What follows belongs to an exercise in optimizing a design on an open flow for small area, a short achievable clock period and few clock cycles; a production flow would make more cautious choices.
In this exercise RTL edits were held to simulation tests only and were not proved equivalent to the original.
Power figures rest on the tool's default switching activity, not on a simulated workload.

## v1
## bounded_sorted_set_intersect
module bounded_sorted_set_intersect #(
    parameter int LIST_DEPTH = 32,
    parameter int ID_WIDTH   = 32
) (
    input  wire logic        i_clk,
    input  wire logic        i_rst_n,
    input  wire logic        i_valid,
    output      logic        o_ready,
    input  wire logic [1:0]  i_operation,
    input  wire logic [31:0] i_value,
    input  wire logic [31:0] i_lower_bound,
    input  wire logic [31:0] i_upper_bound,
    output      logic        o_valid,
    input  wire logic        i_ready,
    output      logic [31:0] o_common_value,
    output      logic        o_is_element,
    output      logic [5:0]  o_match_count,
    output      logic        o_last
);
clock: 5.4 ns
lec_check: 0
cap_margin: 20
core_margin: 2
core_utilization: 50
cts_buf_list: sky130_fd_sc_hd__clkbuf_4 sky130_fd_sc_hd__clkbuf_8 sky130_fd_sc_hd__clkbuf_16
cts_cluster_diameter: 80
cts_cluster_size: 20
setup_slack_margin: 2.6
slew_margin: 20
run.sh (not shown) runs the stock make flow with config.mk's settings and CLKGATE_MAP_FILE= SYNTH_SCRIPT=/design/flow/synth_recipe.tcl, a recipe that flattens the netlist after the stock synthesis.
v1: full flow OK, the timing, DRC and antenna checks passed
Testbench counts of v1, summed over its fixed seeds: cycles 12,978.
For v3, these inputs were changed with respect to v1:
-- flow/design.v --
<<< v1, line 131
    logic        r_oel, r_olast;
    logic [5:0]  r_ocnt;
    logic accept, is_l, is_r, is_run, lwe, rwe;
    assign accept = i_valid && r_rdy;
    assign is_l   = a_v && (a_op == bsi_pkg::OP_PUSH_LEFT);
    assign is_r   = a_v && (a_op == bsi_pkg::OP_PUSH_RIGHT);
    assign is_run = a_v && (a_op == bsi_pkg::OP_RUN);
    assign lwe    = is_l && safe_l && !lcnt[5];
    assign rwe    = is_r && safe && !rcnt[5];
    logic fast_sw, busy, d_sw, n_sw, ep_sw, dw_done, fb_start, fb_fin;
    logic drain, hold, f_winit, f_tend;
>>> v3, line 131
    logic        r_oel, r_olast;
    logic [5:0]  r_ocnt;
    logic accept, is_l, is_r, is_run, lwe, rwe, r_lwe, r_rwe;
    assign accept = i_valid && r_rdy;
    assign is_l   = a_v && (a_op == bsi_pkg::OP_PUSH_LEFT);
    assign is_r   = a_v && (a_op == bsi_pkg::OP_PUSH_RIGHT);
    assign is_run = a_v && (a_op == bsi_pkg::OP_RUN);
    assign lwe    = r_lwe;
    assign rwe    = r_rwe;
    logic fast_sw, busy, d_sw, n_sw, ep_sw, dw_done, fb_start, fb_fin;
    logic drain, hold, f_winit, f_tend;
<<< v1, line 191
    logic       s_act_n, l_pend_n, r_pend_n, lsorted_n, rsorted_n, dw_n, rl_n;
    logic [2:0] fb_n;
    logic       a_v_n, sw_ok_n, safe_n, safe_l_n, dr_n, rdy_n;
    logic [1:0] op_n;
    logic       lp_h, lp_a, rp_h, rp_a;
    logic a_gt, a_unused;
    bsi_cmp u_ocmp (.i_a(a_val), .i_b(a_op[0] ? rlast : llast), .o_gt(a_gt), .o_lt(a_unused));
>>> v3, line 191
    logic       s_act_n, l_pend_n, r_pend_n, lsorted_n, rsorted_n, dw_n, rl_n;
    logic [2:0] fb_n;
    logic       a_v_n, sw_ok_n, safe_n, safe_l_n, dr_n, rdy_n, lwe_n, rwe_n;
    logic [1:0] op_n;
    logic       lp_h, lp_a, rp_h, rp_a, lpn_hold, lpn_step, rpn_hold, rpn_step;
    logic a_gt, a_unused;
    bsi_cmp u_ocmp (.i_a(a_val), .i_b(a_op[0] ? rlast : llast), .o_gt(a_gt), .o_lt(a_unused));
<<< v1, line 237
        end
        if (n_sw || dw_done) begin
            l_pend_n = 1'b0;
            r_pend_n = 1'b0;
        end else if (f_winit) begin
            l_pend_n = (lcnt != 6'd0);
            r_pend_n = (j0 < rend);
        end else if (!can_step) begin
            l_pend_n = lp_h;
            r_pend_n = rp_h;
        end else begin
            l_pend_n = w_gt ? lp_h : lp_a;
            r_pend_n = w_lt ? rp_h : rp_a;
        end
        dw_n    = dw ? !dw_done : d_sw;
        rl_n    = dw_done;
>>> v3, line 237
        end
        if (n_sw || dw_done) begin
            lpn_hold = 1'b0;
            lpn_step = 1'b0;
            rpn_hold = 1'b0;
            rpn_step = 1'b0;
        end else if (f_winit) begin
            lpn_hold = (lcnt != 6'd0);
            lpn_step = (lcnt != 6'd0);
            rpn_hold = (j0 < rend);
            rpn_step = (j0 < rend);
        end else begin
            lpn_hold = lp_h;
            lpn_step = can_step ? lp_a : lp_h;
            rpn_hold = rp_h;
            rpn_step = can_step ? rp_a : rp_h;
        end
        l_pend_n = w_gt ? lpn_hold : lpn_step;
        r_pend_n = w_lt ? rpn_hold : rpn_step;
        dw_n    = dw ? !dw_done : d_sw;
        rl_n    = dw_done;
<<< v1, line 269
        endcase
        rdy_n = !a_v_n || dr_n;
    end
    always_ff @(posedge i_clk) begin
>>> v3, line 274
        endcase
        rdy_n = !a_v_n || dr_n;
        lwe_n = a_v_n && (op_n == bsi_pkg::OP_PUSH_LEFT) && safe_l_n && !lcnt_n[5];
        rwe_n = a_v_n && (op_n == bsi_pkg::OP_PUSH_RIGHT) && safe_n && !rcnt_n[5];
    end
    always_ff @(posedge i_clk) begin
<<< v1, line 353
        if (!i_rst_n) begin
            r_rdy   <= 1'b1;
            a_v     <= 1'b0;
            lcnt    <= '0;
>>> v3, line 360
        if (!i_rst_n) begin
            r_rdy   <= 1'b1;
            r_lwe   <= 1'b0;
            r_rwe   <= 1'b0;
            a_v     <= 1'b0;
            lcnt    <= '0;
<<< v1, line 378
        end else begin
            r_rdy   <= rdy_n;
            a_v     <= a_v_n;
            lcnt    <= lcnt_n;
>>> v3, line 387
        end else begin
            r_rdy   <= rdy_n;
            r_lwe   <= lwe_n;
            r_rwe   <= rwe_n;
            a_v     <= a_v_n;
            lcnt    <= lcnt_n;
Notes after the runs:
- On sequential power, v3 and v1 are basically level.
- v3: done, clean on timing, DRC and antenna
- Any difference in area used by sequential logic in the layout between v3 and v1 is small enough to ignore.
- For the clock-buffer cell count, v3 came in about 0.6% lower than v1 did.
- The power on v3 is in line with that on v1.
- Non-clock buffer count of v3 exceeds that of v1 by more than 10%.
- The cell at the slowest stage of the critical path comes out sky130_fd_sc_hd__edfxtp_1 in one run and sky130_fd_sc_hd__dfxtp_4 in the other, namely in v1 and v3 respectively.
- v3 against v1: number of combinational gates with multiple inputs shows an increase of 8; HPWL after detailed placement shows an increase of 19,000 microns; via count shows an increase of 1.5%.
Testbench counts of v3, summed over its fixed seeds: cycles 12,978.

==> re-timing with driven ports <==
In the flow no input, the clock included, has a driving cell. The finished layouts below were timed again as built, in two steps. Step 1 assumes that a clkbuf_16 drives the clock port and a buf_2 every other input. Step 2, shift: input delay + t, output delay - t, t = (earliest + latest rising clock arrival at the registers) / 2. This alone moves slack from input paths to output paths. Slacks: ideal / step 1 / step 2; pairs: ideal / step 1.
run | t (ns) | setup WS [ns] | worst setup path at the end | worst register clock-pin slew, ns
v1 | 0.911 | 2.520 / 2.520 / 1.884 | input to register | 0.09 / 0.09
v3 | 0.915 | 2.405 / 2.405 / 1.914 | input to register | 0.09 / 0.09
After both steps every run listed still meets setup and hold. The setup slack of v1, which loses most, moves by 0.000 ns with the drivers and by -0.636 ns with both steps.
